Background: an optimization exercise with open tools, aiming at small area, a short achievable clock period and few clock cycles. Do not read the settings as production practice.
At most, simulation tests tie the RTL to the original design; equivalence was not proved.
Function not checked in runs 1 and 2: the RTL went through the layout flow alone.
No activity file was given, so power comes from the tool's default toggle rates.

### run.sh
#!/bin/bash
# synth_recipe.tcl (not shown) runs the flow's synth.tcl, then flattens the netlist and writes it again
# the make line also repeats each setting of config.mk as NAME=value (left out here)
make -C /OpenROAD-flow-scripts/flow DESIGN_CONFIG=/design/flow/config.mk WORK_HOME=/design/flow/orfs CLKGATE_MAP_FILE= SYNTH_SCRIPT=/design/flow/synth_recipe.tcl finish
### config.mk
export PLATFORM = sky130hd
export DESIGN_NAME = servo_pwm_channel_generator
export DESIGN_NICKNAME = servo_pwm_channel_generator
export VERILOG_FILES = /design/flow/design.v
export SDC_FILE = /design/flow/constraint.sdc
export NUM_CORES = 4
export LEC_CHECK = 0
export CAP_MARGIN = 20
export CORE_MARGIN = 2
export CORE_UTILIZATION = 60
export PLACE_DENSITY = 0.72
export SETUP_SLACK_MARGIN = 3.6
export SLEW_MARGIN = 20
### constraint.sdc
create_clock -name core_clock -period 7.0 [get_ports {clk}]
set_input_delay 1.4000 -clock core_clock [delete_from_list [all_inputs] [get_ports {clk}]]
set_output_delay 1.4000 -clock core_clock [all_outputs]
set_load 0.01 [all_outputs]
### design.v
`timescale 1ns / 1ps
package spg_pkg;
    localparam int CHANNEL_COUNT    = 11;
    localparam int GROUP_COUNT      = 4;
    localparam int TICKS_PER_SECOND = 2000000;
    localparam int ACTION_W   = 2;
    localparam int CH_W       = 4;
    localparam int PULSE_W    = 16;
    localparam int CLAMP_W    = 14;
    localparam int FREQ_W     = 15;
    localparam int TOP_W      = 16;
    localparam int CMP_W      = 16;
    localparam int PIN_W      = 11;
    localparam int REG_IDX_W  = 3;
    localparam int CFG_DATA_W = 16;
    localparam int DIV_BITS   = 1;
    localparam int DIV_CNT_W  = 4;
    localparam int ZERO_W     = 4;
    localparam int MAX_ZEROS  = 11;
    localparam logic [TOP_W-1:0]   DIV_MIN_DIVISOR = TOP_W'((TICKS_PER_SECOND >> TOP_W) + 1);
    localparam logic [FREQ_W-1:0]  SAT_TOP_FREQ    = FREQ_W'(TICKS_PER_SECOND / 65535);
    localparam logic [TOP_W-1:0]   EXACT_FREQ_MAX  = TOP_W'(1414);
    localparam logic [CLAMP_W-1:0] RESET_MIN_PULSE = CLAMP_W'(900);
    localparam logic [CLAMP_W-1:0] RESET_MAX_PULSE = CLAMP_W'(2100);
    localparam logic [FREQ_W-1:0]  RESET_FREQ      = FREQ_W'(50);
    localparam logic [TOP_W-1:0]   RESET_TOP       = TOP_W'(TICKS_PER_SECOND / 50);
    localparam logic [PIN_W-1:0]   RESET_ENABLE    = PIN_W'(255);
    localparam logic [ACTION_W-1:0] ACT_WRITE = 2'd0;
    localparam logic [ACTION_W-1:0] ACT_READ  = 2'd1;
    localparam logic [ACTION_W-1:0] ACT_TICK  = 2'd2;
    localparam logic [REG_IDX_W-1:0] REG_MIN_PULSE = 3'd0;
    localparam logic [REG_IDX_W-1:0] REG_MAX_PULSE = 3'd1;
    localparam logic [REG_IDX_W-1:0] REG_FREQ_A    = 3'd2;
    localparam logic [REG_IDX_W-1:0] REG_FREQ_B    = 3'd3;
    localparam logic [REG_IDX_W-1:0] REG_FREQ_D    = 3'd4;
    localparam logic [REG_IDX_W-1:0] REG_TOP_C     = 3'd5;
    localparam logic [REG_IDX_W-1:0] REG_ENABLE    = 3'd6;
    localparam logic [1:0] GRP_A = 2'd0;
    localparam logic [1:0] GRP_B = 2'd1;
    localparam logic [1:0] GRP_C = 2'd2;
    localparam logic [1:0] GRP_D = 2'd3;
    function automatic logic [1:0] grp_of(input logic [CH_W-1:0] ch);
        case (ch)
            4'd2, 4'd3, 4'd9:  grp_of = GRP_B;
            4'd4, 4'd5:        grp_of = GRP_C;
            4'd6, 4'd7, 4'd10: grp_of = GRP_D;
            default:           grp_of = GRP_A;
        endcase
    endfunction
    function automatic logic [ZERO_W-1:0] div_zeros(input logic [TOP_W-1:0] d);
        div_zeros = '0;
        for (int k = 1; k <= MAX_ZEROS; k++)
        begin
            if ((k % DIV_BITS) == 0 && 32'(d) > (TICKS_PER_SECOND >> (TOP_W - k)))
            begin
                div_zeros = ZERO_W'(k);
            end
        end
    endfunction
    function automatic logic [TOP_W-1:0] div_rem_init(input logic [ZERO_W-1:0] z);
        div_rem_init = '0;
        for (int k = 0; k <= MAX_ZEROS; k++)
        begin
            if (z == ZERO_W'(k))
            begin
                div_rem_init = TOP_W'(TICKS_PER_SECOND >> (TOP_W - k));
            end
        end
    endfunction
    function automatic logic [TOP_W-1:0] div_low_init(input logic [ZERO_W-1:0] z);
        div_low_init = '0;
        for (int k = 0; k <= MAX_ZEROS; k++)
        begin
            if (z == ZERO_W'(k))
            begin
                div_low_init = TOP_W'(TICKS_PER_SECOND << k);
            end
        end
    endfunction
    function automatic logic [DIV_CNT_W-1:0] div_last_step(input logic [ZERO_W-1:0] z);
        div_last_step = DIV_CNT_W'((TOP_W - 32'(z)) / DIV_BITS - 1);
    endfunction
endpackage
`timescale 1ns / 1ps
module spg_divider
(
    input  logic                           clk,
    input  logic                           load,
    input  logic [spg_pkg::TOP_W-1:0]      divisor,
    input  logic [spg_pkg::ZERO_W-1:0]     zeros,
    output logic [spg_pkg::TOP_W-1:0]      quotient_next,
    output logic [spg_pkg::TOP_W-1:0]      divisor_reg
);
    logic [spg_pkg::TOP_W-1:0] div_reg;
    logic [spg_pkg::TOP_W-1:0] rem_reg;
    logic [spg_pkg::TOP_W-1:0] quo_reg;
    logic [spg_pkg::TOP_W-1:0] rem_next;
    logic [spg_pkg::TOP_W-1:0] quo_next;
    logic [spg_pkg::TOP_W:0]   shifted;
    logic                      ge;
    always_comb
    begin
        shifted  = {rem_reg, quo_reg[spg_pkg::TOP_W-1]};
        ge       = shifted >= {1'b0, div_reg};
        rem_next = ge ? spg_pkg::TOP_W'(shifted - {1'b0, div_reg}) : shifted[spg_pkg::TOP_W-1:0];
        quo_next = {quo_reg[spg_pkg::TOP_W-2:0], ge};
    end
    always_ff @(posedge clk)
    begin
        if (load)
        begin
            div_reg <= divisor;
            rem_reg <= spg_pkg::div_rem_init(zeros);
            quo_reg <= spg_pkg::div_low_init(zeros);
        end
        else
        begin
            rem_reg <= rem_next;
            quo_reg <= quo_next;
        end
    end
    assign quotient_next = quo_next;
    assign divisor_reg   = div_reg;
endmodule
`timescale 1ns / 1ps
module spg_config
(
    input  logic                                          clk,
    input  logic                                          rst_n,
    input  logic                                          cfg_fire,
    input  logic [spg_pkg::REG_IDX_W-1:0]                 cfg_index,
    input  logic [spg_pkg::CFG_DATA_W-1:0]                cfg_data,
    output logic [spg_pkg::CLAMP_W-1:0]                   min_pulse,
    output logic [spg_pkg::CLAMP_W-1:0]                   max_pulse,
    output logic [spg_pkg::PIN_W-1:0]                     pin_enable,
    output logic [spg_pkg::GROUP_COUNT-1:0][spg_pkg::TOP_W-1:0]  top,
    output logic [spg_pkg::GROUP_COUNT-1:0][spg_pkg::FREQ_W-1:0] freq_rb,
    output logic                                          idle,
    output logic                                          top_busy,
    output logic                                          freq_busy,
    output logic [1:0]                                    busy_grp
);
    logic [spg_pkg::CLAMP_W-1:0]                          min_reg;
    logic [spg_pkg::CLAMP_W-1:0]                          max_reg;
    logic [spg_pkg::PIN_W-1:0]                            enable_reg;
    logic [spg_pkg::GROUP_COUNT-1:0][spg_pkg::TOP_W-1:0]  top_reg;
    logic [spg_pkg::GROUP_COUNT-1:0][spg_pkg::FREQ_W-1:0] freq_reg;
    logic                                                 top_busy_reg;
    logic                                                 need_freq_reg;
    logic                                                 prep_reg;
    logic                                                 freq_busy_reg;
    logic [1:0]                                           grp_reg;
    logic [spg_pkg::DIV_CNT_W-1:0]                        step_reg;
    logic [spg_pkg::TOP_W-1:0]                            cfg_top;
    logic [1:0]                                           cfg_grp;
    logic                                                 div_load;
    logic [spg_pkg::TOP_W-1:0]                            div_in;
    logic [spg_pkg::TOP_W-1:0]                            zeros_of;
    logic [spg_pkg::ZERO_W-1:0]                           zeros;
    logic [spg_pkg::TOP_W-1:0]                            quotient;
    logic [spg_pkg::TOP_W-1:0]                            divisor;
    logic                                                 last_step;
    logic                                                 div_small;
    logic [spg_pkg::TOP_W-1:0]                            top_val;
    logic [spg_pkg::FREQ_W-1:0]                           freq_val;
    logic [spg_pkg::FREQ_W-1:0]                           freq_direct;
    spg_divider u_divider
    (
        .clk           (clk),
        .load          (div_load),
        .divisor       (div_in),
        .zeros         (zeros),
        .quotient_next (quotient),
        .divisor_reg   (divisor)
    );
    assign cfg_top = (cfg_index == spg_pkg::REG_TOP_C) ? cfg_data
                                                       : {1'b0, cfg_data[spg_pkg::FREQ_W-1:0]};
    assign cfg_grp = (cfg_index == spg_pkg::REG_FREQ_A) ? spg_pkg::GRP_A :
                     (cfg_index == spg_pkg::REG_FREQ_B) ? spg_pkg::GRP_B : spg_pkg::GRP_D;
    assign div_in   = prep_reg ? divisor : (top_busy_reg ? top_val : cfg_top);
    assign div_load = cfg_fire || (top_busy_reg && last_step) || prep_reg;
    assign zeros_of = prep_reg ? divisor : cfg_top;
    assign zeros    = spg_pkg::div_zeros(zeros_of);
    assign last_step   = (step_reg == '0);
    assign div_small   = (divisor < spg_pkg::DIV_MIN_DIVISOR);
    assign top_val     = div_small ? {spg_pkg::TOP_W{1'b1}} : quotient;
    assign freq_val    = (div_small || quotient[spg_pkg::TOP_W-1]) ? {spg_pkg::FREQ_W{1'b1}}
                                                                   : quotient[spg_pkg::FREQ_W-1:0];
    assign freq_direct = div_small ? spg_pkg::SAT_TOP_FREQ : divisor[spg_pkg::FREQ_W-1:0];
    always_ff @(posedge clk or negedge rst_n)
    begin
        if (!rst_n)
        begin
            min_reg       <= spg_pkg::RESET_MIN_PULSE;
            max_reg       <= spg_pkg::RESET_MAX_PULSE;
            enable_reg    <= spg_pkg::RESET_ENABLE;
            top_reg       <= {spg_pkg::GROUP_COUNT{spg_pkg::RESET_TOP}};
            freq_reg      <= {spg_pkg::GROUP_COUNT{spg_pkg::RESET_FREQ}};
            top_busy_reg  <= 1'b0;
            need_freq_reg <= 1'b0;
            prep_reg      <= 1'b0;
            freq_busy_reg <= 1'b0;
            grp_reg       <= spg_pkg::GRP_A;
            step_reg      <= '0;
        end
        else
        begin
            step_reg <= step_reg - 1'b1;
            prep_reg <= 1'b0;
            if (cfg_fire)
            begin
                step_reg <= spg_pkg::div_last_step(zeros);
                case (cfg_index)
                    spg_pkg::REG_MIN_PULSE: min_reg    <= cfg_data[spg_pkg::CLAMP_W-1:0];
                    spg_pkg::REG_MAX_PULSE: max_reg    <= cfg_data[spg_pkg::CLAMP_W-1:0];
                    spg_pkg::REG_ENABLE:    enable_reg <= cfg_data[spg_pkg::PIN_W-1:0];
                    spg_pkg::REG_FREQ_A, spg_pkg::REG_FREQ_B, spg_pkg::REG_FREQ_D:
                    begin
                        grp_reg       <= cfg_grp;
                        top_busy_reg  <= 1'b1;
                        need_freq_reg <= (cfg_top > spg_pkg::EXACT_FREQ_MAX);
                    end
                    spg_pkg::REG_TOP_C:
                    begin
                        grp_reg                 <= spg_pkg::GRP_C;
                        top_reg[spg_pkg::GRP_C] <= cfg_data;
                        freq_busy_reg           <= 1'b1;
                    end
                    default: ;
                endcase
            end
            else if (top_busy_reg)
            begin
                if (last_step)
                begin
                    top_reg[grp_reg] <= top_val;
                    top_busy_reg     <= 1'b0;
                    prep_reg         <= need_freq_reg;
                    freq_busy_reg    <= need_freq_reg;
                    if (!need_freq_reg)
                    begin
                        freq_reg[grp_reg] <= freq_direct;
                    end
                end
            end
            else if (prep_reg)
            begin
                step_reg <= spg_pkg::div_last_step(zeros);
            end
            else if (freq_busy_reg)
            begin
                if (last_step)
                begin
                    freq_reg[grp_reg] <= freq_val;
                    freq_busy_reg     <= 1'b0;
                end
            end
        end
    end
    assign min_pulse  = min_reg;
    assign max_pulse  = max_reg;
    assign pin_enable = enable_reg;
    assign top        = top_reg;
    assign freq_rb    = freq_reg;
    assign idle       = !top_busy_reg && !freq_busy_reg;
    assign top_busy   = top_busy_reg;
    assign freq_busy  = freq_busy_reg;
    assign busy_grp   = grp_reg;
endmodule
`timescale 1ns / 1ps
module spg_core
(
    input  logic                                          clk,
    input  logic                                          rst_n,
    input  logic                                          accept,
    input  logic                                          rsp_take,
    input  logic [spg_pkg::ACTION_W-1:0]                  req_action,
    input  logic [spg_pkg::CH_W-1:0]                      req_channel,
    input  logic [spg_pkg::PULSE_W-1:0]                   req_pulse_us,
    input  logic [spg_pkg::CLAMP_W-1:0]                   min_pulse,
    input  logic [spg_pkg::CLAMP_W-1:0]                   max_pulse,
    input  logic [spg_pkg::PIN_W-1:0]                     pin_enable,
    input  logic [spg_pkg::GROUP_COUNT-1:0][spg_pkg::TOP_W-1:0]  top,
    input  logic [spg_pkg::GROUP_COUNT-1:0][spg_pkg::FREQ_W-1:0] freq_rb,
    output logic                                          out_valid,
    output logic                                          out_chan_valid,
    output logic [1:0]                                    out_grp,
    output logic [spg_pkg::FREQ_W-1:0]                    rsp_readback_us,
    output logic [spg_pkg::FREQ_W-1:0]                    rsp_group_freq_hz,
    output logic [spg_pkg::PIN_W-1:0]                     rsp_pin_levels,
    output logic                                          rsp_channel_valid
);
    logic [spg_pkg::CHANNEL_COUNT-1:0][spg_pkg::FREQ_W-1:0] cmp_reg;
    logic [spg_pkg::GROUP_COUNT-1:0][spg_pkg::TOP_W-1:0]    cnt_reg;
    logic                        out_valid_reg;
    logic [spg_pkg::FREQ_W-1:0]  out_readback_reg;
    logic [spg_pkg::FREQ_W-1:0]  readback;
    logic                        out_chan_valid_reg;
    logic [1:0]                  out_grp_reg;
    logic                        chan_valid;
    logic [spg_pkg::CLAMP_W-1:0] clamped;
    assign chan_valid = (req_channel < spg_pkg::CH_W'(spg_pkg::CHANNEL_COUNT));
    always_comb
    begin
        if (req_pulse_us > spg_pkg::PULSE_W'(max_pulse))
        begin
            clamped = max_pulse;
        end
        else if (req_pulse_us < spg_pkg::PULSE_W'(min_pulse))
        begin
            clamped = min_pulse;
        end
        else
        begin
            clamped = req_pulse_us[spg_pkg::CLAMP_W-1:0];
        end
    end
    always_ff @(posedge clk or negedge rst_n)
    begin
        if (!rst_n)
        begin
            cmp_reg       <= {spg_pkg::CHANNEL_COUNT{{spg_pkg::FREQ_W{1'b1}}}};
            cnt_reg       <= '0;
            out_valid_reg <= 1'b0;
        end
        else
        begin
            if (accept)
            begin
                out_valid_reg <= 1'b1;
                if (req_action == spg_pkg::ACT_WRITE)
                begin
                    for (int i = 0; i < spg_pkg::CHANNEL_COUNT; i++)
                    begin
                        if (req_channel == spg_pkg::CH_W'(i))
                        begin
                            cmp_reg[i] <= {1'b0, clamped};
                        end
                    end
                end
                if (req_action == spg_pkg::ACT_TICK)
                begin
                    for (int g = 0; g < spg_pkg::GROUP_COUNT; g++)
                    begin
                        cnt_reg[g] <= (cnt_reg[g] >= top[g]) ? '0 : cnt_reg[g] + 1'b1;
                    end
                end
            end
            else if (rsp_take)
            begin
                out_valid_reg <= 1'b0;
            end
        end
    end
    always_ff @(posedge clk)
    begin
        if (accept)
        begin
            out_readback_reg   <= readback;
            out_grp_reg        <= spg_pkg::grp_of(req_channel);
            out_chan_valid_reg <= chan_valid;
        end
    end
    always_comb
    begin
        rsp_group_freq_hz = out_chan_valid_reg ? freq_rb[out_grp_reg] : '0;
        for (int i = 0; i < spg_pkg::CHANNEL_COUNT; i++)
        begin
            rsp_pin_levels[i] = pin_enable[i]
                && (cnt_reg[spg_pkg::grp_of(spg_pkg::CH_W'(i))] <= {cmp_reg[i], cmp_reg[i][spg_pkg::FREQ_W-1]});
        end
    end
    always_comb
    begin
        readback = '0;
        for (int i = 0; i < spg_pkg::CHANNEL_COUNT; i++)
        begin
            if ((req_action == spg_pkg::ACT_READ) && (req_channel == spg_pkg::CH_W'(i)))
            begin
                readback = cmp_reg[i];
            end
        end
    end
    assign rsp_readback_us   = out_readback_reg;
    assign rsp_channel_valid = out_chan_valid_reg;
    assign out_valid         = out_valid_reg;
    assign out_chan_valid    = out_chan_valid_reg;
    assign out_grp           = out_grp_reg;
endmodule
`timescale 1ns / 1ps
module servo_pwm_channel_generator
(
    input  logic                             clk,
    input  logic                             rst_n,
    input  logic                             req_valid,
    output logic                             req_ready,
    input  logic [spg_pkg::ACTION_W-1:0]     req_action,
    input  logic [spg_pkg::CH_W-1:0]         req_channel,
    input  logic [spg_pkg::PULSE_W-1:0]      req_pulse_us,
    output logic                             rsp_valid,
    input  logic                             rsp_ready,
    output logic [spg_pkg::FREQ_W-1:0]       rsp_readback_us,
    output logic [spg_pkg::FREQ_W-1:0]       rsp_group_freq_hz,
    output logic [spg_pkg::PIN_W-1:0]        rsp_pin_levels,
    output logic                             rsp_channel_valid,
    input  logic                             cfg_valid,
    output logic                             cfg_ready,
    input  logic [spg_pkg::REG_IDX_W-1:0]    cfg_index,
    input  logic [spg_pkg::CFG_DATA_W-1:0]   cfg_data
);
    logic [spg_pkg::CLAMP_W-1:0]                          min_pulse;
    logic [spg_pkg::CLAMP_W-1:0]                          max_pulse;
    logic [spg_pkg::PIN_W-1:0]                            pin_enable;
    logic [spg_pkg::GROUP_COUNT-1:0][spg_pkg::TOP_W-1:0]  top;
    logic [spg_pkg::GROUP_COUNT-1:0][spg_pkg::FREQ_W-1:0] freq_rb;
    logic                                                 cfg_idle;
    logic                                                 top_busy;
    logic                                                 freq_busy;
    logic [1:0]                                           busy_grp;
    logic                                                 out_valid;
    logic                                                 out_chan_valid;
    logic [1:0]                                           out_grp;
    logic                                                 slot_free;
    logic                                                 req_ok;
    logic                                                 cfg_ok;
    logic                                                 item_first_reg;
    logic                                                 accept;
    logic                                                 cfg_fire;
    spg_config u_config
    (
        .clk        (clk),
        .rst_n      (rst_n),
        .cfg_fire   (cfg_fire),
        .cfg_index  (cfg_index),
        .cfg_data   (cfg_data),
        .min_pulse  (min_pulse),
        .max_pulse  (max_pulse),
        .pin_enable (pin_enable),
        .top        (top),
        .freq_rb    (freq_rb),
        .idle       (cfg_idle),
        .top_busy   (top_busy),
        .freq_busy  (freq_busy),
        .busy_grp   (busy_grp)
    );
    spg_core u_core
    (
        .clk               (clk),
        .rst_n             (rst_n),
        .accept            (accept),
        .rsp_take          (rsp_valid && rsp_ready),
        .req_action        (req_action),
        .req_channel       (req_channel),
        .req_pulse_us      (req_pulse_us),
        .min_pulse         (min_pulse),
        .max_pulse         (max_pulse),
        .pin_enable        (pin_enable),
        .top               (top),
        .freq_rb           (freq_rb),
        .out_valid         (out_valid),
        .out_chan_valid    (out_chan_valid),
        .out_grp           (out_grp),
        .rsp_readback_us   (rsp_readback_us),
        .rsp_group_freq_hz (rsp_group_freq_hz),
        .rsp_pin_levels    (rsp_pin_levels),
        .rsp_channel_valid (rsp_channel_valid)
    );
    assign rsp_valid = out_valid && !(freq_busy && out_chan_valid && (out_grp == busy_grp));
    assign slot_free = !out_valid || (rsp_valid && rsp_ready);
    assign req_ok    = slot_free && !top_busy;
    assign cfg_ok    = slot_free && cfg_idle;
    assign req_ready = req_ok && !(cfg_valid && cfg_ok && !item_first_reg);
    assign cfg_ready = cfg_ok && !(req_valid && req_ok && item_first_reg);
    assign accept    = req_valid && req_ready;
    assign cfg_fire  = cfg_valid && cfg_ready;
    always_ff @(posedge clk or negedge rst_n)
    begin
        if (!rst_n)
        begin
            item_first_reg <= 1'b0;
        end
        else if (cfg_fire)
        begin
            item_first_reg <= 1'b1;
        end
        else if (accept)
        begin
            item_first_reg <= 1'b0;
        end
    end
endmodule
==> results.py, run 1 <==
metrics = {
    "critical_path": {
        "worstPathMaxFanout": 2,
        "path_class": "reg -> out",
        "rr_worst_depth": 16,
        "endpoint_kind": "primary output",
        "cp.arrival_ns": 3.08,
        "start_kind": "flop",
        "critPathRequiredTime_ns": 5.60,
    },
    "logic_synthesis": {
        "ys_seq_area_share_pct": 39.27,
        "synth-seq-cells": 470,
        "synth_common_cells": "nand2_1 (434), inv_1 (314), ha_1 (297)",
        "synthFlopType": "dfstp_2",
        "syn_area_sq_um": 30650,
        "synth-async-reset-ratio_pct": 85.96,
        "synth_top_area_cell": "dfstp_2",
        "yosysUniqueCellTypes": 95,
        "synth_top_area_share_pct": 18.26,
        "syn-num-nets": 3738,
        "syn_avg_cell_area_sq_um": 9.032,
        "synthTopCellsByArea": "dfstp_2 (18%), dfrtp_1 (16%), ha_1 (12%)",
        "synth_warnings": 4,
        "synth_edf_count": 34,
        "syn_inst": 3394,
        "synth_most_common_cell": "nand2_1",
    },
    "drt": {
        "vias_per_cell": 6.878,
        "detail_route.wl_per_cell_microns": 26.69,
        "drt_first_pass_iters": 10,
        "postRouteAntennaNets": 0,
        "drt-total-wl_mm": 113.3,
        "vias": 29200,
        "route.detailed.drc": 0,
        "drt_iter0_drc": 3942,
    },
    "clocking": {
        "max-clock-path-buffers": 3,
        "h-tree-depth": 2,
        "clock-sinks": 470,
        "cts_root_buf": "clkbuf_16",
        "cts_buffers": 53,
        "cts_tree": "built",
        "clk_pin_slew_ns": 0.06,
        "insertion_delay_ns": 0.63,
    },
    "layout": {
        "area_growth_pct": 20.73,
        "layout-drive-gt1-share_pct": 27.04,
        "regArea_sq_um": 12070,
        "largest_register_ffs": 165,
        "antenna_cells": 0,
        "n_fill_cell": 3648,
        "finalInstanceArea_sq_um": 37010,
        "final_cell_count_no_fill": 4245,
        "multi_input_area_sq_um": 18520,
        "layout.nets": 3872,
    },
    "pwr": {
        "finalPower_uw": 13310,
        "p_seq_share_pct": 33.0,
        "switchingPower_uw": 5619,
        "power_density_nw_per_um2": 359.8,
        "cellInternalPower_uw": 7695,
        "p_leak_uw": 0.01520,
        "vdd_drop_max_mv": 0.3382,
        "pwr-share-comb_pct": 45.5,
        "clkPwrFrac_pct": 21.6,
        "switching_share_pct": 42.20,
    },
    "timing": {
        "hold_viol_final": 0,
        "worst_slack_ns": 2.524,
        "max_slew.worst_pin.slew_ns": 1.166,
        "setup_viol": 0,
        "min_period_ns": 4.476,
        "rsz0062_at_grt": "yes",
        "fmaxAchievable_mhz": 223.4,
        "maxSlewViolCount": 0,
        "fin_skew_ns": 0.02492,
        "fin_crit_sh_pct": 63.94,
        "fin_tns_setup_ns": 0,
        "slew_headroom_pct": 22.24,
    },
    "placed_design": {
        "portBuffers": 90,
        "detailed_place_hpwl_mm": 77.91,
        "postPlaceCellArea_sq_um": 32570,
        "gp_congestion": 1.020,
        "place_ws_ns": 2.021,
        "dp_cells": 3994,
    },
    "grt": {
        "grt_pass1_wl_mm": 169.1,
        "grt_pass1_vias": 28360,
        "antenna_found_initial": 3,
        "grt_max_degree": 99,
        "gr-total-overflow": 0,
        "track_usage_pct": 41.69,
    },
    "floorplanning": {
        "die_h_microns": 230.0,
        "chipWidth_microns": 230.0,
        "pin_count": 91,
        "rows": 82,
        "core-area_sq_um": 50270,
        "start_util_pct": 60.97,
        "die_area_sq_um": 52910,
    },
    "flow_run": {
        "cap_violations": 0,
    },
    "outcome": {
        "status": "no timing/DRC/antenna violations",
    },
    "hold_path": {
        "hold_depth": 2,
        "min-delay-path-class": "reg -> reg",
    },
}
power by group through the flow:
stage	Combinational (uW)	Sequential, uW	Clock [uW]
global placement	4980	4330	0
floorplan	3740	3990	0
global route	6600	4430	2980
CTS	5650	4330	2860
detailed placement	5180	4350	0
finish	6050	4390	2870
metrics by stage:
step	hold slack [ns]	util (%)
2_1_floorplan	0.4446	-
3_3_place_gp	0.4572	64.78
3_5_place_dp	0.4647	64.79
4_1_cts	0.4773	71.56
5_1_grt	0.4892	73.61
6_report	0.4770	73.61
worst max-delay path: stages, from the launching register on:
cell,delay [ns]
dfstp_2,0.55
inv_2,0.05
ha_4,0.21
nor2b_4,0.12
o21a_1,0.17
o21a_1,0.16
o21a_1,0.16
o21a_1,0.18
o21ai_1,0.13
nand2b_1,0.10
a211o_1,0.26
o211ai_1,0.14
buf_2,0.20
final timing paths:
path / start / to / slack (ns)
worst max-delay path: u_core.cmp_reg[135] / rsp_pin_levels[9] / 2.52
worst min-delay path: u_config.freq_reg[38] / u_config.freq_reg[38] / 0.48
worst max register to register: u_core.out_grp_reg[0] / u_core.cnt_reg[47] / 3.55
worst min register to register: u_config.freq_reg[38] / u_config.freq_reg[38] / 0.48
max in group asynchronous: rst_n / u_core.cnt_reg[14] / 4.59
min in group asynchronous: rst_n / u_config.freq_reg[24] / 0.83
area by class of cell:
type	count	area share, %
clock buffer	80	4.155
sequential	470	32.61
inverter	314	3.185
timing repair buffer	282	7.097
multi-input combinational	2407	50.05
clock inverter	20	0.6322
tap	672	2.272
cell families (layout without fill, tap and decap cells):
family | after synthesis | in the layout | share of synthesized area (%)
simple gates | 1072 | 1082 | 17.00
compound gates | 910 | 911 | 20.45
buf+inv | 528 | 696 | 6.751
flops | 470 | 470 | 39.27
fa+ha+maj | 298 | 298 | 12.19
mux | 71 | 71 | 3.061
xor+xnor | 45 | 45 | 1.286
metal layers:
layer	routed length (microns)	track usage, %
met1	43750	56.65
met2	49100	63.00
met3	14280	10.60
met4	6145	18.53
met5	11	0
cells in the final DEF, fill, tap and decap left out, types with 22 or more instances in the layout:
master | Yosys | final
nand3_1 | 88 | 77
a21oi_1 | 128 | 101
o221ai_2 | 0 | 99
nor2_1 | 168 | 162
a222oi_1 | 26 | 26
a22oi_1 | 24 | 23
xor2_1 | 26 | 24
nor2b_1 | 43 | 38
a211oi_1 | 27 | 26
a21oi_2 | 0 | 27
buf_4 | 5 | 142
ha_4 | 0 | 30
o21ai_0 | 237 | 203
dfxtp_1 | 32 | 32
mux2_2 | 31 | 31
buf_6 | 6 | 47
nand2_1 | 434 | 417
dfstp_2 | 213 | 213
o221ai_1 | 164 | 64
dfrtp_2 | 0 | 22
inv_1 | 314 | 294
nand2b_1 | 36 | 36
and3_1 | 24 | 23
edfxtp_1 | 34 | 34
nor3_1 | 75 | 68
a31oi_1 | 23 | 22
o211ai_1 | 28 | 28
o22ai_1 | 49 | 44
a22o_1 | 30 | 30
dfrtp_1 | 191 | 168
o21a_1 | 37 | 36
clkbuf_16 | 0 | 57
ha_1 | 297 | 266
a21o_1 | 40 | 39
o21ai_1 | 9 | 32
nand4_1 | 52 | 52
what timing repair did:
item / CTS / global route
pin swaps: 110 / 90
gates cloned: 14 / 4
hold buffers: 0 / 0
gates resized for setup: 462 / 164
setup buffers: 85 / 48
endpoints found under the setup margin: 361 / 307
==> run 2: changes to the inputs <==
--- a/design.v
+++ b/design.v
@@ -47,6 +47,60 @@
             default:           grp_of = GRP_A;
         endcase
     endfunction
+    function automatic logic [TOP_W-1:0] reset_or(input logic run, input logic [TOP_W-1:0] d,
+                                                  input logic [TOP_W-1:0] reset_value);
+        reset_or = ({TOP_W{run}} & d) | ({TOP_W{!run}} & reset_value);
+    endfunction
+    function automatic logic le16_tree(input logic [TOP_W-1:0] a, input logic [TOP_W-1:0] b);
+        logic [15:0] g0;
+        logic [15:0] e0;
+        logic [7:0]  g1;
+        logic [7:0]  e1;
+        logic [3:0]  g2;
+        logic [3:0]  e2;
+        logic [1:0]  g3;
+        logic [1:0]  e3;
+        g0 = a & ~b;
+        e0 = ~(a ^ b);
+        for (int i = 0; i < 8; i++)
+        begin
+            g1[i] = g0[2*i+1] | (e0[2*i+1] & g0[2*i]);
+            e1[i] = e0[2*i+1] & e0[2*i];
+        end
+        for (int i = 0; i < 4; i++)
+        begin
+            g2[i] = g1[2*i+1] | (e1[2*i+1] & g1[2*i]);
+            e2[i] = e1[2*i+1] & e1[2*i];
+        end
+        for (int i = 0; i < 2; i++)
+        begin
+            g3[i] = g2[2*i+1] | (e2[2*i+1] & g2[2*i]);
+            e3[i] = e2[2*i+1] & e2[2*i];
+        end
+        le16_tree = !(g3[1] | (e3[1] & g3[0]));
+    endfunction
+    function automatic logic le16_block(input logic [TOP_W-1:0] a, input logic [TOP_W-1:0] b);
+        logic [3:0] gb;
+        logic [3:0] eb;
+        logic [1:0] g2;
+        logic [1:0] e2;
+        for (int k = 0; k < 4; k++)
+        begin
+            gb[k] = 1'b0;
+            eb[k] = 1'b1;
+            for (int i = 4 * k + 3; i >= 4 * k; i--)
+            begin
+                gb[k] = gb[k] | (eb[k] & a[i] & !b[i]);
+                eb[k] = eb[k] & !(a[i] ^ b[i]);
+            end
+        end
+        for (int i = 0; i < 2; i++)
+        begin
+            g2[i] = gb[2*i+1] | (eb[2*i+1] & gb[2*i]);
+            e2[i] = eb[2*i+1] & eb[2*i];
+        end
+        le16_block = !(g2[1] | (e2[1] & g2[0]));
+    endfunction
     function automatic logic [ZERO_W-1:0] div_zeros(input logic [TOP_W-1:0] d);
         div_zeros = '0;
         for (int k = 1; k <= MAX_ZEROS; k++)
@@ -97,12 +151,14 @@
     logic [spg_pkg::TOP_W-1:0] rem_next;
     logic [spg_pkg::TOP_W-1:0] quo_next;
     logic [spg_pkg::TOP_W:0]   shifted;
+    logic [spg_pkg::TOP_W+1:0] diff;
     logic                      ge;
     always_comb
     begin
         shifted  = {rem_reg, quo_reg[spg_pkg::TOP_W-1]};
-        ge       = shifted >= {1'b0, div_reg};
-        rem_next = ge ? spg_pkg::TOP_W'(shifted - {1'b0, div_reg}) : shifted[spg_pkg::TOP_W-1:0];
+        diff     = {1'b0, shifted} - {2'b00, div_reg};
+        ge       = !diff[spg_pkg::TOP_W+1];
+        rem_next = ge ? diff[spg_pkg::TOP_W-1:0] : shifted[spg_pkg::TOP_W-1:0];
         quo_next = {quo_reg[spg_pkg::TOP_W-2:0], ge};
     end
     always_ff @(posedge clk)
@@ -138,6 +194,7 @@
     output logic                                          idle,
     output logic                                          top_busy,
     output logic                                          freq_busy,
+    output logic                                          freq_done,
     output logic [1:0]                                    busy_grp
 );
     logic [spg_pkg::CLAMP_W-1:0]                          min_reg;
@@ -191,71 +248,120 @@
     begin
         if (!rst_n)
         begin
-            min_reg       <= spg_pkg::RESET_MIN_PULSE;
-            max_reg       <= spg_pkg::RESET_MAX_PULSE;
-            enable_reg    <= spg_pkg::RESET_ENABLE;
-            top_reg       <= {spg_pkg::GROUP_COUNT{spg_pkg::RESET_TOP}};
-            freq_reg      <= {spg_pkg::GROUP_COUNT{spg_pkg::RESET_FREQ}};
             top_busy_reg  <= 1'b0;
-            need_freq_reg <= 1'b0;
             prep_reg      <= 1'b0;
             freq_busy_reg <= 1'b0;
-            grp_reg       <= spg_pkg::GRP_A;
-            step_reg      <= '0;
         end
         else
         begin
-            step_reg <= step_reg - 1'b1;
             prep_reg <= 1'b0;
             if (cfg_fire)
             begin
-                step_reg <= spg_pkg::div_last_step(zeros);
-                case (cfg_index)
-                    spg_pkg::REG_MIN_PULSE: min_reg    <= cfg_data[spg_pkg::CLAMP_W-1:0];
-                    spg_pkg::REG_MAX_PULSE: max_reg    <= cfg_data[spg_pkg::CLAMP_W-1:0];
-                    spg_pkg::REG_ENABLE:    enable_reg <= cfg_data[spg_pkg::PIN_W-1:0];
-                    spg_pkg::REG_FREQ_A, spg_pkg::REG_FREQ_B, spg_pkg::REG_FREQ_D:
-                    begin
-                        grp_reg       <= cfg_grp;
-                        top_busy_reg  <= 1'b1;
-                        need_freq_reg <= (cfg_top > spg_pkg::EXACT_FREQ_MAX);
-                    end
-                    spg_pkg::REG_TOP_C:
-                    begin
-                        grp_reg                 <= spg_pkg::GRP_C;
-                        top_reg[spg_pkg::GRP_C] <= cfg_data;
-                        freq_busy_reg           <= 1'b1;
-                    end
-                    default: ;
-                endcase
+                if ((cfg_index == spg_pkg::REG_FREQ_A) || (cfg_index == spg_pkg::REG_FREQ_B)
+                    || (cfg_index == spg_pkg::REG_FREQ_D))
+                begin
+                    top_busy_reg <= 1'b1;
+                end
+                if (cfg_index == spg_pkg::REG_TOP_C)
+                begin
+                    freq_busy_reg <= 1'b1;
+                end
             end
             else if (top_busy_reg)
             begin
                 if (last_step)
                 begin
-                    top_reg[grp_reg] <= top_val;
-                    top_busy_reg     <= 1'b0;
-                    prep_reg         <= need_freq_reg;
-                    freq_busy_reg    <= need_freq_reg;
-                    if (!need_freq_reg)
-                    begin
-                        freq_reg[grp_reg] <= freq_direct;
-                    end
+                    top_busy_reg  <= 1'b0;
+                    prep_reg      <= need_freq_reg;
+                    freq_busy_reg <= need_freq_reg;
                 end
             end
-            else if (prep_reg)
+            else if (freq_busy_reg && !prep_reg && last_step)
+            begin
+                freq_busy_reg <= 1'b0;
+            end
+        end
+    end
+    logic                                                 top_done;
+    logic                                                 freq_last;
+    logic                                                 min_we;
+    logic                                                 max_we;
+    logic                                                 enable_we;
+    logic [spg_pkg::GROUP_COUNT-1:0]                      top_we;
+    logic [spg_pkg::GROUP_COUNT-1:0]                      freq_we;
+    logic [spg_pkg::TOP_W-1:0]                            cfg_wd;
+    logic [spg_pkg::GROUP_COUNT-1:0][spg_pkg::TOP_W-1:0]  top_wd;
+    logic [spg_pkg::FREQ_W-1:0]                           freq_wd;
+    assign top_done  = top_busy_reg && last_step;
+    assign freq_last = freq_busy_reg && !prep_reg && last_step;
+    always_comb
+    begin
+        min_we    = !rst_n || (cfg_fire && (cfg_index == spg_pkg::REG_MIN_PULSE));
+        max_we    = !rst_n || (cfg_fire && (cfg_index == spg_pkg::REG_MAX_PULSE));
+        enable_we = !rst_n || (cfg_fire && (cfg_index == spg_pkg::REG_ENABLE));
+        cfg_wd    = cfg_data;
+        for (int g = 0; g < spg_pkg::GROUP_COUNT; g++)
+        begin
+            top_we[g]  = !rst_n || (top_done && (grp_reg == 2'(g)))
+                      || (cfg_fire && (cfg_index == spg_pkg::REG_TOP_C) && (g == spg_pkg::GRP_C));
+            freq_we[g] = !rst_n || ((grp_reg == 2'(g)) && ((top_done && !need_freq_reg) || freq_last));
+            top_wd[g]  = spg_pkg::reset_or(rst_n,
+                             (g == spg_pkg::GRP_C && !top_busy_reg) ? cfg_data : top_val,
+                             spg_pkg::RESET_TOP);
+        end
+        freq_wd = spg_pkg::FREQ_W'(spg_pkg::reset_or(rst_n,
+                      spg_pkg::TOP_W'(top_busy_reg ? freq_direct : freq_val),
+                      spg_pkg::TOP_W'(spg_pkg::RESET_FREQ)));
+    end
+    always_ff @(posedge clk)
+    begin
+        if (min_we)
+        begin
+            min_reg <= spg_pkg::CLAMP_W'(spg_pkg::reset_or(rst_n, cfg_wd,
+                                                           spg_pkg::TOP_W'(spg_pkg::RESET_MIN_PULSE)));
+        end
+        if (max_we)
+        begin
+            max_reg <= spg_pkg::CLAMP_W'(spg_pkg::reset_or(rst_n, cfg_wd,
+                                                           spg_pkg::TOP_W'(spg_pkg::RESET_MAX_PULSE)));
+        end
+        if (enable_we)
+        begin
+            enable_reg <= spg_pkg::PIN_W'(spg_pkg::reset_or(rst_n, cfg_wd,
+                                                            spg_pkg::TOP_W'(spg_pkg::RESET_ENABLE)));
+        end
+        for (int g = 0; g < spg_pkg::GROUP_COUNT; g++)
+        begin
+            if (top_we[g])
+            begin
+                top_reg[g] <= top_wd[g];
+            end
+            if (freq_we[g])
             begin
-                step_reg <= spg_pkg::div_last_step(zeros);
+                freq_reg[g] <= freq_wd;
             end
-            else if (freq_busy_reg)
+        end
+    end
+    always_ff @(posedge clk)
+    begin
+        step_reg <= step_reg - 1'b1;
+        if (cfg_fire)
+        begin
+            step_reg <= spg_pkg::div_last_step(zeros);
+            if (cfg_index == spg_pkg::REG_TOP_C)
             begin
-                if (last_step)
-                begin
-                    freq_reg[grp_reg] <= freq_val;
-                    freq_busy_reg     <= 1'b0;
-                end
+                grp_reg <= spg_pkg::GRP_C;
+            end
+            else
+            begin
+                grp_reg       <= cfg_grp;
+                need_freq_reg <= (cfg_top > spg_pkg::EXACT_FREQ_MAX);
             end
         end
+        else if (prep_reg)
+        begin
+            step_reg <= spg_pkg::div_last_step(zeros);
+        end
     end
     assign min_pulse  = min_reg;
     assign max_pulse  = max_reg;
@@ -265,6 +371,7 @@
     assign idle       = !top_busy_reg && !freq_busy_reg;
     assign top_busy   = top_busy_reg;
     assign freq_busy  = freq_busy_reg;
+    assign freq_done  = freq_last;
     assign busy_grp   = grp_reg;
 endmodule
 `timescale 1ns / 1ps
@@ -302,11 +409,11 @@
     assign chan_valid = (req_channel < spg_pkg::CH_W'(spg_pkg::CHANNEL_COUNT));
     always_comb
     begin
-        if (req_pulse_us > spg_pkg::PULSE_W'(max_pulse))
+        if (!spg_pkg::le16_tree(req_pulse_us, spg_pkg::PULSE_W'(max_pulse)))
         begin
             clamped = max_pulse;
         end
-        else if (req_pulse_us < spg_pkg::PULSE_W'(min_pulse))
+        else if (!spg_pkg::le16_tree(spg_pkg::PULSE_W'(min_pulse), req_pulse_us))
         begin
             clamped = min_pulse;
         end
@@ -315,41 +422,52 @@
             clamped = req_pulse_us[spg_pkg::CLAMP_W-1:0];
         end
     end
+    logic [spg_pkg::CHANNEL_COUNT-1:0]                    cmp_we;
+    logic [spg_pkg::FREQ_W-1:0]                           cmp_wd;
+    logic                                                 cnt_we;
+    logic [spg_pkg::GROUP_COUNT-1:0][spg_pkg::TOP_W-1:0]  cnt_wd;
+    always_comb
+    begin
+        for (int i = 0; i < spg_pkg::CHANNEL_COUNT; i++)
+        begin
+            cmp_we[i] = !rst_n || (accept && (req_action == spg_pkg::ACT_WRITE)
+                                   && (req_channel == spg_pkg::CH_W'(i)));
+        end
+        cmp_wd = spg_pkg::FREQ_W'(spg_pkg::reset_or(rst_n, spg_pkg::TOP_W'(clamped),
+                                                    spg_pkg::TOP_W'({spg_pkg::FREQ_W{1'b1}})));
+        cnt_we = !rst_n || (accept && (req_action == spg_pkg::ACT_TICK));
+        for (int g = 0; g < spg_pkg::GROUP_COUNT; g++)
+        begin
+            cnt_wd[g] = spg_pkg::reset_or(rst_n, spg_pkg::le16_block(top[g], cnt_reg[g]) ? '0 : cnt_reg[g] + 1'b1, '0);
+        end
+    end
+    always_ff @(posedge clk)
+    begin
+        for (int i = 0; i < spg_pkg::CHANNEL_COUNT; i++)
+        begin
+            if (cmp_we[i])
+            begin
+                cmp_reg[i] <= cmp_wd;
+            end
+        end
+        if (cnt_we)
+        begin
+            cnt_reg <= cnt_wd;
+        end
+    end
     always_ff @(posedge clk or negedge rst_n)
     begin
         if (!rst_n)
         begin
-            cmp_reg       <= {spg_pkg::CHANNEL_COUNT{{spg_pkg::FREQ_W{1'b1}}}};
-            cnt_reg       <= '0;
             out_valid_reg <= 1'b0;
         end
-        else
+        else if (accept)
         begin
-            if (accept)
-            begin
-                out_valid_reg <= 1'b1;
-                if (req_action == spg_pkg::ACT_WRITE)
-                begin
-                    for (int i = 0; i < spg_pkg::CHANNEL_COUNT; i++)
-                    begin
-                        if (req_channel == spg_pkg::CH_W'(i))
-                        begin
-                            cmp_reg[i] <= {1'b0, clamped};
-                        end
-                    end
-                end
-                if (req_action == spg_pkg::ACT_TICK)
-                begin
-                    for (int g = 0; g < spg_pkg::GROUP_COUNT; g++)
-                    begin
-                        cnt_reg[g] <= (cnt_reg[g] >= top[g]) ? '0 : cnt_reg[g] + 1'b1;
-                    end
-                end
-            end
-            else if (rsp_take)
-            begin
-                out_valid_reg <= 1'b0;
-            end
+            out_valid_reg <= 1'b1;
+        end
+        else if (rsp_take)
+        begin
+            out_valid_reg <= 1'b0;
         end
     end
     always_ff @(posedge clk)
@@ -367,7 +485,8 @@
         for (int i = 0; i < spg_pkg::CHANNEL_COUNT; i++)
         begin
             rsp_pin_levels[i] = pin_enable[i]
-                && (cnt_reg[spg_pkg::grp_of(spg_pkg::CH_W'(i))] <= {cmp_reg[i], cmp_reg[i][spg_pkg::FREQ_W-1]});
+                && spg_pkg::le16_tree(cnt_reg[spg_pkg::grp_of(spg_pkg::CH_W'(i))],
+                                 {cmp_reg[i], cmp_reg[i][spg_pkg::FREQ_W-1]});
         end
     end
     always_comb
@@ -416,6 +535,8 @@
     logic                                                 cfg_idle;
     logic                                                 top_busy;
     logic                                                 freq_busy;
+    logic                                                 freq_done;
+    logic                                                 wait_reg;
     logic [1:0]                                           busy_grp;
     logic                                                 out_valid;
     logic                                                 out_chan_valid;
@@ -441,6 +562,7 @@
         .idle       (cfg_idle),
         .top_busy   (top_busy),
         .freq_busy  (freq_busy),
+        .freq_done  (freq_done),
         .busy_grp   (busy_grp)
     );
     spg_core u_core
@@ -465,7 +587,7 @@
         .rsp_pin_levels    (rsp_pin_levels),
         .rsp_channel_valid (rsp_channel_valid)
     );
-    assign rsp_valid = out_valid && !(freq_busy && out_chan_valid && (out_grp == busy_grp));
+    assign rsp_valid = out_valid && !wait_reg;
     assign slot_free = !out_valid || (rsp_valid && rsp_ready);
     assign req_ok    = slot_free && !top_busy;
     assign cfg_ok    = slot_free && cfg_idle;
@@ -476,6 +598,20 @@
     always_ff @(posedge clk or negedge rst_n)
     begin
         if (!rst_n)
+        begin
+            wait_reg <= 1'b0;
+        end
+        else
+        begin
+            wait_reg <= (accept ? ((req_channel < spg_pkg::CH_W'(spg_pkg::CHANNEL_COUNT))
+                                   && (spg_pkg::grp_of(req_channel) == busy_grp))
+                                : wait_reg)
+                        && freq_busy && !freq_done;
+        end
+    end
+    always_ff @(posedge clk or negedge rst_n)
+    begin
+        if (!rst_n)
         begin
             item_first_reg <= 1'b0;
         end
--- a/config.mk
+++ b/config.mk
@@ -7,7 +7,7 @@
 export LEC_CHECK = 0
 export CAP_MARGIN = 20
 export CORE_MARGIN = 2
-export CORE_UTILIZATION = 60
-export PLACE_DENSITY = 0.72
+export CORE_UTILIZATION = 50
+export PLACE_DENSITY = 0.65
 export SETUP_SLACK_MARGIN = 3.6
 export SLEW_MARGIN = 20
==> run 2 against run 1 <==
  * Clock power fell by 3%
  * Sequential power fell by 5.5%
  * Setup slack got worse by 0.093 ns
  * Utilization fell by 13 points
  * Hold slack improved by 0.013 ns
  * Maximum frequency fell by 2.0%
  * First-iteration DRC count fell by 34%
  * Wire length fell by 20%
  * Via count fell by 26%
  * Critical path type unchanged
  * Largest cell class is now flip-flops and latches
==> results.py, run 2 <==
metrics = {
    "logic_synthesis": {
        "synth_xor_area_share_pct": 2.324,
        "synth_warnings": 4,
        "synth.area.mux_share_pct": 2.448,
        "synth_compound_area_share_pct": 14.14,
        "syn_avg_cell_area_sq_um": 10.88,
        "syn_inst": 2495,
        "synth_most_common_cell": "edfxtp_1",
        "synth-async-reset-ratio_pct": 1.274,
        "synthAdderAreaFrac_pct": 11.63,
        "syn_area_sq_um": 27140,
        "synthFlopType": "edfxtp_1",
        "syn-num-nets": 2775,
        "ys_seq_area_share_pct": 50.68,
        "synth-seq-cells": 471,
        "synth_top_area_cell": "edfxtp_1",
        "synth_edf_count": 429,
        "yosys.area_share.simple_pct": 13.14,
        "synth_common_cells": "edfxtp_1 (429), inv_1 (300), ha_1 (233), nor2_1 (233), a21oi_1 (109)",
        "synthTopCellsByArea": "edfxtp_1 (47%), ha_1 (11%), inv_1 (4.1%)",
        "synth_top_family_by_area": "compound AO/OA/AOI/OAI gates",
        "yosysUniqueCellTypes": 91,
        "synth_top_area_share_pct": 47.47,
    },
    "clocking": {
        "max-clock-path-buffers": 3,
        "cts_tree": "built",
        "cts_root_buf": "clkbuf_16",
        "clock-sinks": 471,
        "h-tree-depth": 2,
        "ctsHoldBuffers": 0,
        "clk_pin_slew_ns": 0.06,
        "insertion_delay_ns": 0.62,
        "cts_buffers": 51,
    },
    "placed_design": {
        "postPlaceCellArea_sq_um": 28890,
        "gp_congestion": 0.9404,
        "place_ws_ns": 1.873,
        "portBuffers": 90,
        "detailed_place_hpwl_mm": 64.43,
    },
    "grt": {
        "gr-total-overflow": 0,
        "grt_pass1_vias": 20630,
        "grt_max_degree": 65,
        "antenna_found_initial": 2,
        "track_usage_pct": 31.48,
        "grt_pass1_wl_mm": 131.2,
    },
    "critical_path": {
        "path_cells": "buf_6, ha_4, and3b_1, o21a_1, o21a_1, o21ai_1, nand2b_1, a2111oi_2, o21ai_1, a21oi_2, buf_2",
        "max_stage_delay_ns": 0.43,
        "path_class": "reg -> out",
        "start_kind": "flop",
        "critPathRequiredTime_ns": 5.60,
        "worst-r2r-setup-slack_ns": 3.71,
        "cp_num_cells": 11,
        "timing.rr.end": "u_config.top_reg[32]",
        "rr_startpoint": "u_config.u_divider.div_reg[3]",
        "cp_top_family": "compound AO/OA/AOI/OAI gates",
        "rr_worst_depth": 11,
        "cp.arrival_ns": 3.17,
        "critPathSlowestCell": "edfxtp_1",
        "worstPathMaxFanout": 2,
        "path_buf_inv": 2,
        "endpoint_kind": "primary output",
    },
    "timing": {
        "fmaxAchievable_mhz": 218.9,
        "max_slew.worst_pin.slew_ns": 1.095,
        "hold_viol_final": 0,
        "fin_crit_sh_pct": 65.28,
        "slew_headroom_pct": 26.21,
        "maxSlewViolCount": 0,
        "fin_tns_setup_ns": 0,
        "setup_viol": 0,
        "min_period_ns": 4.569,
        "fin_skew_ns": 0.02493,
        "rsz0062_at_grt": "yes",
        "worst_slack_ns": 2.431,
    },
    "drt": {
        "drt-total-wl_mm": 90.24,
        "postRouteAntennaNets": 0,
        "vias": 21500,
        "drt_iter0_drc": 2605,
        "drt_first_pass_iters": 6,
        "vias_per_cell": 6.254,
        "detail_route.wl_per_cell_microns": 26.25,
        "route.detailed.drc": 0,
    },
    "floorplanning": {
        "start_util_pct": 50.53,
        "core-area_sq_um": 53710,
        "pin_count": 91,
        "die_h_microns": 237.0,
        "die_area_sq_um": 56160,
        "chipWidth_microns": 237.0,
        "rows": 85,
    },
    "hold_path": {
        "hold_depth": 1,
        "min-delay-path-class": "reg -> reg",
        "hold_path.startpoint": "u_config.step_reg[0]",
        "min_to": "u_config.step_reg[0]",
    },
    "pwr": {
        "finalPower_uw": 10050,
        "power_density_nw_per_um2": 306.8,
        "p_leak_uw": 0.01362,
        "vdd_drop_max_mv": 0.2602,
    },
    "layout": {
        "layout.nets": 2979,
        "finalInstanceArea_sq_um": 32750,
        "final_common_cell": "edfxtp_1",
        "area_growth_pct": 20.68,
        "largest_register_ffs": 165,
        "layout-drive-gt1-share_pct": 18.93,
        "layout_common_cells": "edfxtp_1 (429), inv_1 (294), nor2_1 (229)",
        "antenna_cells": 0,
    },
    "outcome": {
        "status": "no timing/DRC/antenna violations",
    },
    "flow_run": {
        "cap_violations": 0,
    },
}
## run 2: cell types whose count changed after synthesis, sizes merged, moves of 30 or more
cell / previous run / this run
nand4: 52 / 14
nor2: 168 / 233
a22o: 30 / 0
nor3: 78 / 39
clkbuf: 177 / 80
nand2: 435 / 98
dfrtp: 191 / 6
o221ai: 164 / 17
edfxtp: 34 / 429
dfstp: 213 / 0
ha: 297 / 233
o21ai: 246 / 95
xnor2: 19 / 61
## run 2: where the power goes
| part | switching (uW) | internal, uW | total, uW | leakage, uW |
|---|---|---|---|---|
| clock | 1170 | 1610 | 2790 | 0.000825 |
| combinational | 1730 | 1380 | 3110 | 0.00830 |
| sequential | 454 | 3700 | 4150 | 0.00449 |
## run 2: worst max-delay path by stage
stage                          endpoint          startpoint
global route          rsp_pin_levels[2]  u_core.cnt_reg[17]
finish                rsp_pin_levels[2]  u_core.cnt_reg[17]
global placement    u_core.cmp_reg[112]     req_pulse_us[1]
detailed placement  u_core.cmp_reg[142]     req_pulse_us[1]
floorplan           u_config.min_reg[0]           rsp_ready
CTS                   rsp_pin_levels[9]  u_core.cnt_reg[17]
## run 2: layer usage
layer | GRT usage [%] | share of wire, % | up-vias
met4 | 12.33 | 4.4 | 2
met1 | 42.74 | 41 | 10550
met2 | 49.93 | 46 | 1110
li1 | - | - | 9640
met5 | 0 | 0.014 | -
met3 | 6.155 | 9.2 | 204
## run 2: layout make-up
cell class	count	area (sq um)
multi-input combinational	1625	12990
timing repair inverter	1	5.005
clock buffer	60	1320
clock inverter	36	377.9
inverter	301	1144
fill	4345	20960
sequential	471	13760
timing repair buffer	248	2290
tap	696	870.8
## run 2: stage by stage
step	util [%]	instances	hold slack, ns
finish	60.98	3438	0.4897
floorplan	-	2495	0.4331
CTS	59.32	3382	0.4860
global route	60.98	3438	0.4937
global placement	53.80	3206	0.4520
detailed placement	53.80	3206	0.4792
## run 2: cell families (layout without fill, tap and decap cells)
family	count (synthesis)	in the layout
flip-flops	471	471
buffers and inverters	401	646
adder cells (fa/ha/maj)	256	256
multiplexers	47	47
XOR/XNOR	72	72
AO/OA/AOI/OAI	543	543
AND/OR/NAND/NOR	705	707
## run 2: repair_timing
| action | CTS | global route |
|---|---|---|
| gates resized for setup | 389 | 142 |
| endpoints found under the hold margin | 0 | 0 |
| setup buffers | 74 | 54 |
| setup endpoints to repair | 463 | 329 |
| gates cloned | 6 | 2 |
| pin swaps | 95 | 88 |
==> run 3: changes to the inputs <==
--- a/design.v
+++ b/design.v
@@ -51,55 +51,17 @@
                                                   input logic [TOP_W-1:0] reset_value);
         reset_or = ({TOP_W{run}} & d) | ({TOP_W{!run}} & reset_value);
     endfunction
-    function automatic logic le16_tree(input logic [TOP_W-1:0] a, input logic [TOP_W-1:0] b);
-        logic [15:0] g0;
-        logic [15:0] e0;
-        logic [7:0]  g1;
-        logic [7:0]  e1;
-        logic [3:0]  g2;
-        logic [3:0]  e2;
-        logic [1:0]  g3;
-        logic [1:0]  e3;
-        g0 = a & ~b;
-        e0 = ~(a ^ b);
-        for (int i = 0; i < 8; i++)
-        begin
-            g1[i] = g0[2*i+1] | (e0[2*i+1] & g0[2*i]);
-            e1[i] = e0[2*i+1] & e0[2*i];
-        end
-        for (int i = 0; i < 4; i++)
-        begin
-            g2[i] = g1[2*i+1] | (e1[2*i+1] & g1[2*i]);
-            e2[i] = e1[2*i+1] & e1[2*i];
-        end
-        for (int i = 0; i < 2; i++)
-        begin
-            g3[i] = g2[2*i+1] | (e2[2*i+1] & g2[2*i]);
-            e3[i] = e2[2*i+1] & e2[2*i];
-        end
-        le16_tree = !(g3[1] | (e3[1] & g3[0]));
-    endfunction
-    function automatic logic le16_block(input logic [TOP_W-1:0] a, input logic [TOP_W-1:0] b);
-        logic [3:0] gb;
-        logic [3:0] eb;
-        logic [1:0] g2;
-        logic [1:0] e2;
-        for (int k = 0; k < 4; k++)
-        begin
-            gb[k] = 1'b0;
-            eb[k] = 1'b1;
-            for (int i = 4 * k + 3; i >= 4 * k; i--)
-            begin
-                gb[k] = gb[k] | (eb[k] & a[i] & !b[i]);
-                eb[k] = eb[k] & !(a[i] ^ b[i]);
-            end
-        end
-        for (int i = 0; i < 2; i++)
+    function automatic logic le16(input logic [TOP_W-1:0] a, input logic [TOP_W-1:0] b);
+        logic gt;
+        logic eq;
+        gt = 1'b0;
+        eq = 1'b1;
+        for (int i = TOP_W - 1; i >= 0; i--)
         begin
-            g2[i] = gb[2*i+1] | (eb[2*i+1] & gb[2*i]);
-            e2[i] = eb[2*i+1] & eb[2*i];
+            gt = gt | (eq & a[i] & !b[i]);
+            eq = eq & !(a[i] ^ b[i]);
         end
-        le16_block = !(g2[1] | (e2[1] & g2[0]));
+        le16 = !gt;
     endfunction
     function automatic logic [ZERO_W-1:0] div_zeros(input logic [TOP_W-1:0] d);
         div_zeros = '0;
@@ -409,11 +371,11 @@
     assign chan_valid = (req_channel < spg_pkg::CH_W'(spg_pkg::CHANNEL_COUNT));
     always_comb
     begin
-        if (!spg_pkg::le16_tree(req_pulse_us, spg_pkg::PULSE_W'(max_pulse)))
+        if (!spg_pkg::le16(req_pulse_us, spg_pkg::PULSE_W'(max_pulse)))
         begin
             clamped = max_pulse;
         end
-        else if (!spg_pkg::le16_tree(spg_pkg::PULSE_W'(min_pulse), req_pulse_us))
+        else if (!spg_pkg::le16(spg_pkg::PULSE_W'(min_pulse), req_pulse_us))
         begin
             clamped = min_pulse;
         end
@@ -438,7 +400,7 @@
         cnt_we = !rst_n || (accept && (req_action == spg_pkg::ACT_TICK));
         for (int g = 0; g < spg_pkg::GROUP_COUNT; g++)
         begin
-            cnt_wd[g] = spg_pkg::reset_or(rst_n, spg_pkg::le16_block(top[g], cnt_reg[g]) ? '0 : cnt_reg[g] + 1'b1, '0);
+            cnt_wd[g] = spg_pkg::reset_or(rst_n, spg_pkg::le16(top[g], cnt_reg[g]) ? '0 : cnt_reg[g] + 1'b1, '0);
         end
     end
     always_ff @(posedge clk)
@@ -485,7 +447,7 @@
         for (int i = 0; i < spg_pkg::CHANNEL_COUNT; i++)
         begin
             rsp_pin_levels[i] = pin_enable[i]
-                && spg_pkg::le16_tree(cnt_reg[spg_pkg::grp_of(spg_pkg::CH_W'(i))],
+                && spg_pkg::le16(cnt_reg[spg_pkg::grp_of(spg_pkg::CH_W'(i))],
                                  {cmp_reg[i], cmp_reg[i][spg_pkg::FREQ_W-1]});
         end
     end
==> run 3 against run 2 <==
  * Via count shrank 4.0%
  * Wire length shrank 0.83%
  * Critical path depth shrank 1
  * Clock power is essentially flat
  * Synthesized cell count shrank 6.9%
  * Utilization grew 1.1 points
  * Critical endpoint is now rsp_pin_levels[7]
==> results.py, run 3 <==
metrics = {
    "outcome": {
        "status": "no timing/DRC/antenna violations",
    },
    "critical_path": {
        "start_kind": "flop",
        "timing.rr.end": "u_config.top_reg[48]",
        "rr_startpoint": "u_config.u_divider.div_reg[1]",
        "crit_end": "rsp_pin_levels[7]",
        "critPathRequiredTime_ns": 5.60,
        "worstPathMaxFanout": 2,
        "cp.arrival_ns": 3.60,
        "path_class": "reg -> out",
        "crit_path_start": "u_core.cmp_reg[119]",
        "endpoint_kind": "primary output",
        "worst-r2r-setup-slack_ns": 3.71,
        "rr_worst_depth": 12,
    },
    "drt": {
        "vias_per_cell": 6.419,
        "drt_iter0_drc": 2502,
        "drt-total-wl_mm": 89.49,
        "detail_route.wl_per_cell_microns": 27.84,
        "route.detailed.drc": 0,
        "drt_first_pass_iters": 6,
        "postRouteAntennaNets": 0,
        "vias": 20640,
    },
    "logic_synthesis": {
        "synthTopCellsByArea": "edfxtp_1 (50%), maj3_1 (3.0%), dfxtp_1 (2.8%)",
        "synth_top_area_share_pct": 50.40,
        "synthFlopType": "edfxtp_1",
        "ys_seq_area_share_pct": 53.81,
        "synth_edf_count": 429,
        "synth_most_common_cell": "edfxtp_1",
        "synth_warnings": 4,
        "syn-num-nets": 2411,
        "yosysUniqueCellTypes": 90,
        "synth-seq-cells": 471,
        "syn_avg_cell_area_sq_um": 11.00,
        "synth_common_cells": "edfxtp_1 (429), nor2_1 (192), inv_1 (168)",
        "synth_top_area_cell": "edfxtp_1",
        "synth-async-reset-ratio_pct": 1.274,
        "syn_area_sq_um": 25560,
        "syn_inst": 2323,
    },
    "floorplanning": {
        "core-area_sq_um": 50270,
        "start_util_pct": 50.84,
        "pin_count": 91,
        "chipWidth_microns": 230.1,
        "rows": 82,
        "die_area_sq_um": 52940,
        "die_h_microns": 230.1,
    },
    "layout": {
        "layout_common_cells": "edfxtp_1 (429), nor2_1 (185), inv_1 (158)",
        "area_growth_pct": 22.15,
        "n_fill_cell": 4030,
        "layout-drive-gt1-share_pct": 22.81,
        "utilization_pct": 62.10,
        "final_common_cell": "edfxtp_1",
        "largest_register_ffs": 165,
        "layout.nets": 2590,
        "antenna_cells": 0,
    },
    "grt": {
        "track_usage_pct": 32.43,
        "grt_max_degree": 71,
        "grt_pass1_vias": 19650,
        "gr-total-overflow": 0,
        "antenna_found_initial": 5,
        "grt_pass1_wl_mm": 127.1,
    },
    "timing": {
        "setup_viol": 0,
        "maxSlewViolCount": 0,
        "fmaxAchievable_mhz": 200.1,
        "rsz0062_at_grt": "yes",
        "fin_tns_setup_ns": 0,
        "slew_headroom_pct": 26.30,
        "min_period_ns": 4.998,
        "max_slew.worst_pin.slew_ns": 1.105,
        "fin_crit_sh_pct": 71.39,
        "hold_viol_final": 0,
        "fin_skew_ns": 0.02596,
    },
    "clocking": {
        "clock-sinks": 471,
        "clk_pin_slew_ns": 0.06,
        "cts_root_buf": "clkbuf_16",
        "max-clock-path-buffers": 3,
        "cts_buffers": 50,
        "insertion_delay_ns": 0.62,
        "ctsHoldBuffers": 0,
        "h-tree-depth": 2,
        "cts_tree": "built",
    },
    "hold_path": {
        "min-delay-path-class": "reg -> reg",
    },
    "placed_design": {
        "detailed_place_hpwl_mm": 60.81,
        "portBuffers": 90,
        "gp_congestion": 0.9815,
    },
    "pwr": {
        "vdd_drop_max_mv": 0.2289,
        "p_leak_uw": 0.01118,
        "power_density_nw_per_um2": 314.6,
    },
    "flow_run": {
        "cap_violations": 0,
    },
}
-- run 3: changes by cell type after synthesis, moves of 26 or more --
| cell | before | now |
|---|---|---|
| maj3_1 | 22 | 76 |
| o21a_1 | 36 | 9 |
| maj3_2 | 0 | 32 |
| inv_1 | 300 | 168 |
| nand2b_1 | 32 | 78 |
| nand3_1 | 86 | 60 |
| nor2_1 | 233 | 192 |
| ha_1 | 233 | 41 |
-- run 3: critical path, cell delays in order, from the launching register on --
cell and delay, ns:
edfxtp_1 0.38, nand2b_1 0.16, maj3_2 0.29, maj3_2 0.29
maj3_2 0.29, maj3_2 0.30, maj3_2 0.29, maj3_2 0.29
maj3_2 0.29, o2111a_1 0.26, buf_2 0.15
-- run 3: area by class of cell --
type                    count  area [sq um]  area share [%]
clock inverters            37         427.9           1.371
flip-flops and latches    471         13750           44.05
inverters                 174         658.1           2.108
multi-input cells        1585         12280           39.32
repair buffers            220          1991           6.376
well taps                 672         840.8           2.693
clock buffers              56          1274           4.080
-- run 3: what timing repair did --
item	CTS	global route
setup endpoints to repair	477	269
gates resized for setup	348	144
setup buffers	73	35
gates cloned	8	4
pin swaps	64	57
hold endpoints to repair	0	0
-- run 3: per-layer routing --
layer / global-route usage, % / vias up / routed length, microns
li1: - / 9091 / -
met2: 53.45 / 1134 / 42230
met3: 5.283 / 269 / 8141
met1: 41.99 / 10140 / 34270
met5: 0 / - / 12
met4: 15.14 / 2 / 4836
-- run 3: how the worst min path moves through the flow --
stage / from / end / slack (ns) / cells after the start
6_report: u_config.step_reg[0] / u_config.step_reg[0] / 0.47 / 1
3_5_place_dp: u_config.step_reg[0] / u_config.step_reg[0] / 0.46 / 1
3_3_place_gp: u_config.step_reg[0] / u_config.step_reg[0] / 0.45 / 1
4_1_cts: u_config.step_reg[0] / u_config.step_reg[0] / 0.47 / 1
5_1_grt: u_config.step_reg[0] / u_config.step_reg[0] / 0.51 / 1
2_1_floorplan: u_config.u_divider.quo_reg[6] / u_config.u_divider.quo_reg[7] / 0.43 / 2
-- run 3: power by group --
part,internal (uW),switching [uW],leakage [uW]
sequential,3690,413,0.00447
combinational,1230,1680,0.00589
clock,1640,1160,0.000816
-- run 3: stage by stage --
step	worst slack, ns	total power, uW	cells	cell area [sq um]	hold WS (ns)
2_1_floorplan	2.793	5735	2323	26010	0.4317
3_3_place_gp	2.166	6646	3002	27450	0.4527
3_5_place_dp	2.142	6709	3002	27450	0.4592
4_1_cts	1.967	9664	3176	30470	0.4740
5_1_grt	1.903	10210	3215	31220	0.5075
6_report	2.002	9821	3215	31220	0.4684
-- run 3: kinds of logic (layout without fill, tap and decap cells) --
logic type	Yosys count	in the layout	share of synthesized area (%)
compound gates	555	561	14.93
fa+ha+maj	150	150	6.472
xor+xnor	101	101	3.461
mux	55	55	2.971
simple gates	714	718	14.13
flops	471	471	53.81
buf+inv	277	487	4.229
Testbench counts of run 3, summed over its fixed seeds: cycles 27,921.

port drivers added, routing unchanged:
How much do the figures lean on ideal ports? The routed layouts below were timed once more, with nothing changed but the port constraints.
Step 1 assumes that a clkbuf_16 drives the clock port and a buf_2 every other input.
Step 2 also shifts input and output timing later by t, the mid clock arrival at the registers, as if the neighbouring blocks saw the same clock.
Three values: no drivers, after step 1, after step 2; two values: the first two.
| run | shift t [ns] | setup WS [ns] | worst hold slack (ns) | worst slew at a driven data input, ns | pins driven straight from the clock port |
|---|---|---|---|---|---|
| run 1 | 0.677 | 2.524 / 2.464 / 2.915 | 0.477 / 0.477 / 0.477 | 0.06 | 1 |
| run 2 | 0.667 | 2.431 / 2.367 / 2.957 | 0.490 / 0.490 / 0.490 | 0.13 | 1 |
| run 3 | 0.667 | 2.002 / 1.942 / 2.609 | 0.468 / 0.468 / 0.468 | 0.05 | 1 |
After both steps every run listed still meets setup and hold.
